From an optimization exercise on the open Yosys and OpenROAD flow, aimed at small area, a short achievable clock period and few clock cycles; shortcuts taken in it are not production practice. Function was checked by simulation only, so behaviour that the tests miss may differ from the original. Power is estimated from default activity; no workload was simulated.

--- design/flow/design.v ---
module rv_multicycle_core #(
  parameter int              NREG     = 32,
  parameter int              PC_W     = 32,
  parameter logic [PC_W-1:0] RESET_PC = '0
) (
  input  logic            CLK,
  input  logic            RST,
  output logic [PC_W-1:0] IMEM_ADDR,
  input  logic [31:0]     IMEM_INST,
  input  logic            IMEM_VALID,
  output logic [31:0]     OUT,
  output logic            HALTED,
  output logic            TRAP,
  output logic [31:0]     RETIRED
);
  localparam int RW = $clog2(NREG);
  localparam logic [2:0] S_FETCH  = 3'd0;
  localparam logic [2:0] S_DECODE = 3'd1;
  localparam logic [2:0] S_EXEC   = 3'd2;
  localparam logic [2:0] S_WB     = 3'd3;
  localparam logic [2:0] S_STOP   = 3'd4;
  localparam logic [6:0]  OP_R  = 7'b0110011;
  localparam logic [6:0]  OP_I  = 7'b0010011;
  localparam logic [6:0]  F7_Z  = 7'b0000000;
  localparam logic [6:0]  F7_A  = 7'b0100000;
  localparam logic [31:0] ECALL = 32'h0000_0073;
  logic [2:0]      state;
  logic [PC_W-1:0] pc;
  logic [31:0]     ir, a, b, result, out_q;
  logic            trap_q, halted_q;
  logic [31:0]     regs [NREG];
  logic [6:0] opcode, funct7;
  logic [2:0] funct3;
  logic [4:0] rd, rs1, rs2;
  assign opcode = ir[6:0];
  assign rd     = ir[11:7];
  assign funct3 = ir[14:12];
  assign rs1    = ir[19:15];
  assign rs2    = ir[24:20];
  assign funct7 = ir[31:25];
  logic        illegal;
  logic [31:0] rd_a, rd_b;
  always_comb begin
    illegal = 1'b0;
    case (opcode)
      OP_R: illegal = !(funct7 == F7_Z ||
                        (funct7 == F7_A && (funct3 == 3'b000 || funct3 == 3'b101))) ||
                      (32'(rs2) >= NREG);
      OP_I: begin
        if (funct3 == 3'b001)      illegal = (funct7 != F7_Z);
        else if (funct3 == 3'b101) illegal = !(funct7 == F7_Z || funct7 == F7_A);
      end
      default: illegal = 1'b1;
    endcase
    if (32'(rd) >= NREG || 32'(rs1) >= NREG) illegal = 1'b1;
  end
  assign rd_a = (rs1 == 5'd0) ? 32'd0 : regs[rs1[RW-1:0]];
  assign rd_b = (rs2 == 5'd0) ? 32'd0 : regs[rs2[RW-1:0]];
  logic        is_r, alt;
  logic [31:0] imm, op2, alu;
  logic [4:0]  shamt;
  always_comb begin
    is_r  = ir[5];
    alt   = ir[30];
    imm   = {{20{ir[31]}}, ir[31:20]};
    op2   = is_r ? b : imm;
    shamt = op2[4:0];
    case (funct3)
      3'b000:  alu = (is_r && alt) ? a - op2 : a + op2;
      3'b001:  alu = a << shamt;
      3'b010:  alu = {31'd0, $signed(a) < $signed(op2)};
      3'b011:  alu = {31'd0, a < op2};
      3'b100:  alu = a ^ op2;
      3'b101:  alu = alt ? 32'($signed(a) >>> shamt) : a >> shamt;
      3'b110:  alu = a | op2;
      default: alu = a & op2;
    endcase
  end
  logic [31:0] retired_q;
  always_ff @(posedge CLK) begin
    if (!RST)               retired_q <= '0;
    else if (state == S_WB) retired_q <= retired_q + 32'd1;
  end
  assign RETIRED = retired_q;
  always_ff @(posedge CLK) begin
    if (!RST) begin
      state    <= S_FETCH;
      pc       <= RESET_PC;
      ir       <= '0;
      a        <= '0;
      b        <= '0;
      result   <= '0;
      out_q    <= '0;
      trap_q   <= 1'b0;
      halted_q <= 1'b0;
      for (int i = 0; i < NREG; i++) regs[i] <= '0;
    end else begin
      case (state)
        S_FETCH: if (IMEM_VALID) begin
          ir    <= IMEM_INST;
          state <= S_DECODE;
        end
        S_DECODE: begin
          a <= rd_a;
          b <= rd_b;
          if (ir == ECALL) begin
            halted_q <= 1'b1;
            state    <= S_STOP;
          end else if (illegal) begin
            trap_q <= 1'b1;
            state  <= S_STOP;
          end else begin
            state <= S_EXEC;
          end
        end
        S_EXEC: begin
          result <= alu;
          state  <= S_WB;
        end
        S_WB: begin
          if (rd != 5'd0) begin
            regs[rd[RW-1:0]] <= result;
            out_q            <= result;
          end
          pc    <= pc + PC_W'(4);
          state <= S_FETCH;
        end
        default: state <= S_STOP;
      endcase
    end
  end
  assign IMEM_ADDR = pc;
  assign OUT       = out_q;
  assign TRAP      = trap_q;
  assign HALTED    = halted_q;
endmodule
--- design/flow/run.sh ---
#!/bin/bash
# synth_recipe.tcl (not shown) runs the flow's synth.tcl, then flattens the netlist and writes it again
# the make line also repeats each setting of config.mk as NAME=value (left out here)
make -C /OpenROAD-flow-scripts/flow DESIGN_CONFIG=/design/flow/config.mk WORK_HOME=/design/flow/orfs CLKGATE_MAP_FILE= SYNTH_SCRIPT=/design/flow/synth_recipe.tcl finish
--- design/flow/config.mk ---
export PLATFORM = sky130hd
export DESIGN_NAME = rv_multicycle_core
export DESIGN_NICKNAME = rv_multicycle_core
export VERILOG_FILES = /design/flow/design.v
export SDC_FILE = /design/flow/constraint.sdc
export NUM_CORES = 4
export LEC_CHECK = 0
export CAP_MARGIN = 20
export CORE_MARGIN = 2
export CORE_UTILIZATION = 40
export SLEW_MARGIN = 20
--- design/flow/constraint.sdc ---
create_clock -name core_clock -period 10.0 [get_ports {CLK}]
set_input_delay 2.0000 -clock core_clock [delete_from_list [all_inputs] [get_ports {CLK}]]
set_output_delay 2.0000 -clock core_clock [all_outputs]
set_load 0.01 [all_outputs]
==> impl_metrics.ini <==
[timing]
post-route-period-util = 0.549
setup_slack_ns = 4.51
setup_viol = 0
tns_ns = 0
rsz0062_at_grt = no
maxSlewHeadroom = 0.237
finalMaxSlewViolations = 0
tightest_slew_ns = 1.14
hold_violations = 0
max_clock_freq_mhz = 182
fin_crit_ns = 5.49
skew_ns = 0.0632

[synthesis]
synth.cell_area_um2 = 71900
async_flop_share = 0
netlist_top_cells_count = edfxtp_1 (1024), and2_1 (1005), mux4_2 (654), clkbuf_1 (406), nor2_1 (374)
syn-instance-count = 5670
synth_cell_type_count = 80
seq_area_frac_synth = 0.493
yosys.area.top_type_share = 0.428
ys_seq_elements = 1261
ys_warn_count = 1
synth_area_leaders = edfxtp_1 (43%), mux4_2 (20%), and2_1 (8.7%), dfxtp_1 (6.6%), mux2i_1 (2.7%)
synth_edf_count = 1024
yosysMostFrequentCell = edfxtp_1
synthFlopType = edfxtp_1
syn_area_per_cell_um2 = 12.7
synth_top_area_cell = edfxtp_1

[clock_tree]
clock-sinks = 1261
cts_resized = 0
cts_setup_buffers = 0
cts_buffers = 144
clockBufferDepth = 3
cts_root_buffer = clkbuf_16
cts_tree = yes
htree_levels = 4
clk_pin_slew_ns = 0.06
cts_hold_buf = 0
clk_latency_ns = 0.82

[floorplanning]
pin_count = 133
dieArea_um2 = 183000
initial_core_util = 0.403
die_y_um = 428
fp-row-count = 155
dieWidth_um = 428
design.core.area_um2 = 179000

[place]
gp_congestion = 0.965
dp_slack_ns = 4.62
dpl-instance-area_um2 = 76200
dp_cells = 7815
portBuffers = 130
hpwl_um = 161000

[worst_hold_path]
min_path_type = flop to flop

[drt]
routed_wl_um = 255000
drc = 0
ant_nets = 0
vias = 50100
wl_per_cell_um = 31.5
avgViaCountPerCell = 6.20
first_pass_iters = 7
drtIter0Drc = 6865

[grt]
grt_max_degree = 128
overflow = 0
grt_pass1_vias = 49300
grt_pass1_wl_um = 363000
antenna_found_initial = 18
track_usage = 0.274

[power_and_ir_drop]
vdd.ir_drop.worst_v = 0.000125
power.leakage_nw = 27.8
powerDensity_nw_per_um2 = 162

[finish]
area_growth_pct = 12.5
fin_area_um2 = 80900
final_cells = 8083
drive_gt1_frac = 0.198
layout.nets = 5758

[worst_setup_path]
cp.arrival_ns = 6.19
cp.required_ns = 10.70
start_kind = flop
cp_max_fo = 48
crit_type = flop to flop
critPathCaptureType = flop

[status]
status = complete, no violations

[job]
maxCapViolations = 0
-- per-layer routing --
metal,up-vias,global-route usage,wire length [um]
met1,25800,0.359,97700
met4,4,0.124,11800
met5,-,0,23
li1,21000,-,-
met3,569,0.0503,23600
met2,2659,0.443,122000
-- final cells by class --
class / instances / area [um^2]
fill: 15900 / 97700
sequential: 1261 / 35500
multi-input combinational: 3813 / 34800
clock buffer: 176 / 3770
tap: 2355 / 2950
timing repair buffer: 281 / 2550
clock inverter: 88 / 912
inverter: 107 / 412
antenna: 2 / 5.00
-- where the power goes --
group / switching (mW) / total [mW] / leakage [nW] / internal, mW
clock network: 2.33 / 5.30 / 2.28 / 2.96
registers: 0.135 / 5.97 / 12.5 / 5.83
logic: 1.12 / 1.83 / 13.0 / 0.710
total: 3.59 / 13.1 / 27.8 / 9.51
-- worst max-delay path, cell delays in order, from the launching register on --
cell and delay (ns):
dfxtp_2 0.54, buf_4 0.49, mux2i_4 0.30, buf_4 0.32
inv_2 0.05, buf_4 0.33, ha_1 0.31, a21oi_1 0.20
o211ai_1 0.18, o21ai_0 0.52, a21oi_1 0.18, o31ai_1 0.63
o221ai_1 0.44, a22oi_1 0.32, mux2_2 0.36, o31ai_1 0.18
-- worst paths after layout --
kind                             endpoint                   start  depth (start not counted)  slack (ns)
hold reg to reg    out_q[30]$_SDFFE_PN0P_  out_q[30]$_SDFFE_PN0P_                          2        0.45
setup reg to reg  result[31]$_SDFFE_PN0N_      ir[5]$_SDFFE_PN0P_                         15        4.51
hold / removal     out_q[30]$_SDFFE_PN0P_  out_q[30]$_SDFFE_PN0P_                          2        0.45
setup / recovery  result[31]$_SDFFE_PN0N_      ir[5]$_SDFFE_PN0P_                         15        4.51
-- logic make-up (layout without fill, tap and decap cells) --
family                     Yosys count  in the layout  synth area share
and+or+nand+nor                   1988           1988             0.146
DFF                               1261           1261             0.493
muxes                              857            857             0.234
AOI/OAI and AO/OA                  732            732            0.0615
buffers and inverters              629            652            0.0339
adders and majority gates          115            115            0.0202
xor gates and xnor gates            87             87            0.0106
other                                1             36         0.0000521
-- layout by cell type, fill, tap and decap left out, types with 113 or more instances in the layout --
cell type,Yosys,routed
buf_4,6,143
ha_1,113,113
dfxtp_1,237,218
clkdlybuf4s50_1,0,129
edfxtp_1,1024,1024
and2_1,1005,1005
nand2_1,356,355
o21ai_0,167,136
clkbuf_16,0,144
nor2_1,374,342
mux2i_1,194,191
mux4_2,654,654
a21oi_1,289,288
-- stage by stage --
stage / util / total power [mW] / hold WS (ns)
floorplan: - / 7.18 / 0.436
global placement: 0.426 / 7.85 / 0.444
detailed placement: 0.427 / 7.87 / 0.447
CTS: 0.453 / 13.1 / 0.455
global route: 0.453 / 13.5 / 0.464
finish: 0.453 / 13.1 / 0.453
-- registers in the layout (all words and copies together) (netlist names), named ones only --
register / cells
b: 32
halted_q: 1
out_q: 32
trap_q: 1
a: 32
ir: 32
result: 32
pc: 30
retired_q: 32
state: 3
regs: 1024
Testbench counts, summed over its fixed seeds: cycles 25,732.

separate check: timing with driven ports:
How much do the figures lean on ideal ports? The routed layout below was timed once more, with nothing changed but the port constraints. Step 1 (the two cells are an assumption about what drives the block):
set clk [get_ports {CLK}]
set_driving_cell -lib_cell sky130_fd_sc_hd__clkbuf_16 $clk
set_driving_cell -lib_cell sky130_fd_sc_hd__buf_2 [delete_from_list [all_inputs] $clk]
Step 2, shift: input delay + t, output delay - t, t = (earliest + latest rising clock arrival at the registers) / 2. This alone moves slack from input paths to output paths. Three values: ideal ports, drivers, drivers and shift; two values: the first two.
shift t [ns]: 0.871
setup WS [ns]: 4.509 / 4.509 / 4.509
worst setup path after step 2: register to register
cell pins on the clock port's net: 1
After both steps setup and hold are still met in this run. For this run, drivers alone change the setup slack by 0.000 ns; drivers and shift together by 0.000 ns.
